Source: an optimization exercise on an open RTL-to-GDS flow (aim: small area and a short achievable clock period). Production flows keep margins and buffers that such runs may drop. In this exercise RTL edits were held to simulation tests only and were not proved equivalent to the original. Power and IR drop assume default switching activity.

old:
Design hybrid_cache, start of the top module:
module hybrid_cache (
	input wire clk,
	input wire reset_n,
	input wire [32-1:0] dcache_rdaddr,
	input wire dcache_rdreq,
	output logic [32-1:0] dcache_out,
	output logic dcache_out_valid,
	output logic dcache_rd_ready,
	input wire [32-1:0] dcache_wraddr,
	input wire dcache_wrreq,
	input wire [32-1:0] dcache_in,
	output logic dcache_wr_ready,
	input wire [32-1:0] icache_rdaddr,
	input wire icache_rdreq,
	output logic [32-1:0] icache_out,
	output logic icache_out_valid,
	output logic icache_rd_ready,
	output logic [32-1:0] mem_addr,
	output logic [32-1:0] mem_in,
	input wire [32-1:0] mem_out,
	input wire mem_out_valid,
	output logic mem_wrreq,
	output logic mem_rdreq
);
Settings: LEC_CHECK=0, CAP_MARGIN=20, CORE_MARGIN=2, CORE_UTILIZATION=42, SLEW_MARGIN=20, SYNTH_HIERARCHICAL=1, SYNTH_MINIMUM_KEEP_SIZE=0, SETUP_SLACK_MARGIN=7.5, BUFFER_PORTS_ARGS=-buffer_cell sky130_fd_sc_hd__buf_1, CTS_ARGS=-sink_clustering_enable -repair_clock_nets -buf_list sky130_fd_sc_hd__clkbuf_16 -sink_clustering_size 20 -sink_clustering_max_diameter 100 -dont_use_dummy_load; clock period 14.0 ns.
standard.sh (not shown) runs the stock make flow with config.mk's settings and CLKGATE_MAP_FILE= SYNTH_SCRIPT=/design/flow/synth_recipe.tcl, a recipe that flattens the netlist after the stock synthesis.
==> flow/flow/run.sh <==
#!/bin/bash
# The standard layout, with tighter setup repair, chosen port buffers and
# smaller clock buffers; each tool's output goes to the logs under orfs/logs
set -euo pipefail
cat flow/extra.mk >> config.mk
bash standard.sh > standard.log 2>&1
==> flow/flow/extra.mk <==
export SETUP_SLACK_MARGIN = 7.5
export BUFFER_PORTS_ARGS = -buffer_cell sky130_fd_sc_hd__buf_1
export CTS_ARGS = -sink_clustering_enable -repair_clock_nets -buf_list sky130_fd_sc_hd__clkbuf_16 -sink_clustering_size 20 -sink_clustering_max_diameter 100 -dont_use_dummy_load
old: no failed stages, no open violations at the end
Here is what was changed in the inputs of new compared with old.
-- flow/design.v --
<<< old, line 65
module tag_match (
	input wire [8-1:0][cache_pkg::TAG_BITS-1:0] tags,
	input wire [8-1:0] live_n,
	input wire [cache_pkg::TAG_BITS-1:0] tag,
	output logic [8-1:0] hit,
>>> new, line 65
module tag_match (
	input wire [8-1:0][cache_pkg::TAG_BITS-1:0] tags,
	input wire [8-1:0] live,
	input wire [cache_pkg::TAG_BITS-1:0] tag,
	output logic [8-1:0] hit,
<<< old, line 73
	logic [1:0] o4;
	for (genvar i = 0; i < 8; i++) begin : g_line
		line_match u_match (.line_tag(tags[i]), .live_n(live_n[i]), .tag(tag), .hit(hit[i]));
	end
	for (genvar i = 0; i < 4; i++) begin : g_n2
>>> new, line 73
	logic [1:0] o4;
	for (genvar i = 0; i < 8; i++) begin : g_line
		line_match u_match (.line_tag(tags[i]), .live_n(!live[i]), .tag(tag), .hit(hit[i]));
	end
	for (genvar i = 0; i < 4; i++) begin : g_n2
<<< old, line 84
`default_nettype wire
`default_nettype none
module g_aoi222 (input wire a0, input wire a1, input wire b0, input wire b1,
		input wire c0, input wire c1, output logic y);
	assign y = !((a0 && a1) || (b0 && b1) || (c0 && c1));
endmodule
module g_nand4 (input wire a, input wire b, input wire c, input wire d, output logic y);
	assign y = !(a && b && c && d);
endmodule
module g_or3 (input wire a, input wire b, input wire c, output logic y);
	assign y = a || b || c;
endmodule
module bit_mux (
	input wire [31:0] d,
	input wire [31:0] sel,
	output logic q
);
	logic [11:0] z;
	logic [2:0] o;
	for (genvar j = 0; j < 10; j++) begin : g_t
		g_aoi222 u (.a0(d[3*j]), .a1(sel[3*j]), .b0(d[3*j+1]), .b1(sel[3*j+1]),
			.c0(d[3*j+2]), .c1(sel[3*j+2]), .y(z[j]));
	end
	g_nand2 u_t10 (.a(d[30]), .b(sel[30]), .y(z[10]));
	g_nand2 u_t11 (.a(d[31]), .b(sel[31]), .y(z[11]));
	g_nand4 u_o0 (.a(z[0]), .b(z[1]), .c(z[2]), .d(z[3]), .y(o[0]));
	g_nand4 u_o1 (.a(z[4]), .b(z[5]), .c(z[6]), .d(z[7]), .y(o[1]));
	g_nand4 u_o2 (.a(z[8]), .b(z[9]), .c(z[10]), .d(z[11]), .y(o[2]));
	g_or3 u_q (.a(o[0]), .b(o[1]), .c(o[2]), .y(q));
endmodule
module word_mux (
	input wire [8*4-1:0][32-1:0] words,
>>> new, line 84
`default_nettype wire
`default_nettype none
module word_mux (
	input wire [8*4-1:0][32-1:0] words,
<<< old, line 117
	output logic [32-1:0] q
);
	for (genvar b = 0; b < 32; b++) begin : g_bit
		logic [31:0] d;
		for (genvar j = 0; j < 32; j++) begin : g_d
			assign d[j] = words[j][b];
		end
		bit_mux u_bit (.d(d), .sel(sel), .q(q[b]));
	end
endmodule
>>> new, line 89
	output logic [32-1:0] q
);
	always_comb begin
		q = '0;
		for (int j = 0; j < 8*4; j++)
			q = q | ({32{sel[j]}} & words[j]);
	end
endmodule
<<< old, line 160
	logic [NL-1:0][HW-1:0] hitcnt;
	logic [NL-1:0] valid;
	logic [NL-1:0] live_n;
	logic [NL-1:0] dirty;
	logic busy;
>>> new, line 130
	logic [NL-1:0][HW-1:0] hitcnt;
	logic [NL-1:0] valid;
	logic [NL-1:0] live;
	logic [NL-1:0] dirty;
	logic busy;
<<< old, line 177
	logic [NL-1:0] d_rd_hit, d_wr_hit, i_rd_hit;
	logic d_rd_any, d_wr_any, i_rd_any;
	tag_match u_d_rd_match (.tags(tags), .live_n(live_n), .tag(d_rd_tag), .hit(d_rd_hit), .any(d_rd_any));
	tag_match u_d_wr_match (.tags(tags), .live_n(live_n), .tag(d_wr_tag), .hit(d_wr_hit), .any(d_wr_any));
	tag_match u_i_rd_match (.tags(tags), .live_n(live_n), .tag(i_rd_tag), .hit(i_rd_hit), .any(i_rd_any));
	assign dcache_rd_ready = d_rd_any;
	assign dcache_wr_ready = d_wr_any;
>>> new, line 147
	logic [NL-1:0] d_rd_hit, d_wr_hit, i_rd_hit;
	logic d_rd_any, d_wr_any, i_rd_any;
	tag_match u_d_rd_match (.tags(tags), .live(live), .tag(d_rd_tag), .hit(d_rd_hit), .any(d_rd_any));
	tag_match u_d_wr_match (.tags(tags), .live(live), .tag(d_wr_tag), .hit(d_wr_hit), .any(d_wr_any));
	tag_match u_i_rd_match (.tags(tags), .live(live), .tag(i_rd_tag), .hit(i_rd_hit), .any(i_rd_any));
	assign dcache_rd_ready = d_rd_any;
	assign dcache_wr_ready = d_wr_any;
<<< old, line 249
		if (!reset_n) begin
			valid <= '0;
			live_n <= '1;
			dirty <= '0;
			hitcnt <= '0;
		end else begin
			if (any_miss)
				live_n <= '1;
			else if (dn)
				live_n <= ~valid;
			for (int i = 0; i < NL; i++) begin
				logic [1:0] inc;
>>> new, line 219
		if (!reset_n) begin
			valid <= '0;
			live <= '0;
			dirty <= '0;
			hitcnt <= '0;
		end else begin
			if (any_miss)
				live <= '0;
			else if (dn)
				live <= valid;
			for (int i = 0; i < NL; i++) begin
				logic [1:0] inc;
Results
new vs. old: synthesized cell count +about 10%, mux cell area share after synthesis ~0 delta, fill cell instance count of the final layout +834, clock network power consumption +about 2%, count of non-CTS buffers in the layout +about 1.6%.
Sort old and new by final cell count, ascending, and old comes first.
Relative to old, wire length after detailed routing has gone up in new.
As far as final-layout clock-cell area share is concerned, old and new perform about the same.
Against old, die boundary width in new rose slightly.

[static timing again, ports no longer ideal]
No port has a modelled driver above. Below, the same layouts with a new extraction and two added sets of constraints. Step 1: set_driving_cell puts a clkbuf_16 on clk and a buf_2 on each other input, an assumption about the parent block. Step 2 times the ports against the registers' clock, not the clock port: input delays grow and output delays shrink by t, the midpoint of the rising clock arrivals with the driver on. a / b / c = ideal ports / drivers / drivers and shift; a / b = the first two.
run	t, ns	setup WS [ns]	worst hold slack (ns)
old	0.769	6.887 / 6.814 / 6.814	0.430 / 0.430 / 0.430
new	0.777	6.896 / 6.810 / 6.810	0.395 / 0.395 / 0.395
After both steps setup and hold are still met in every run listed. For new, which loses most, drivers alone change the setup slack by -0.086 ns; drivers and shift together by -0.086 ns.
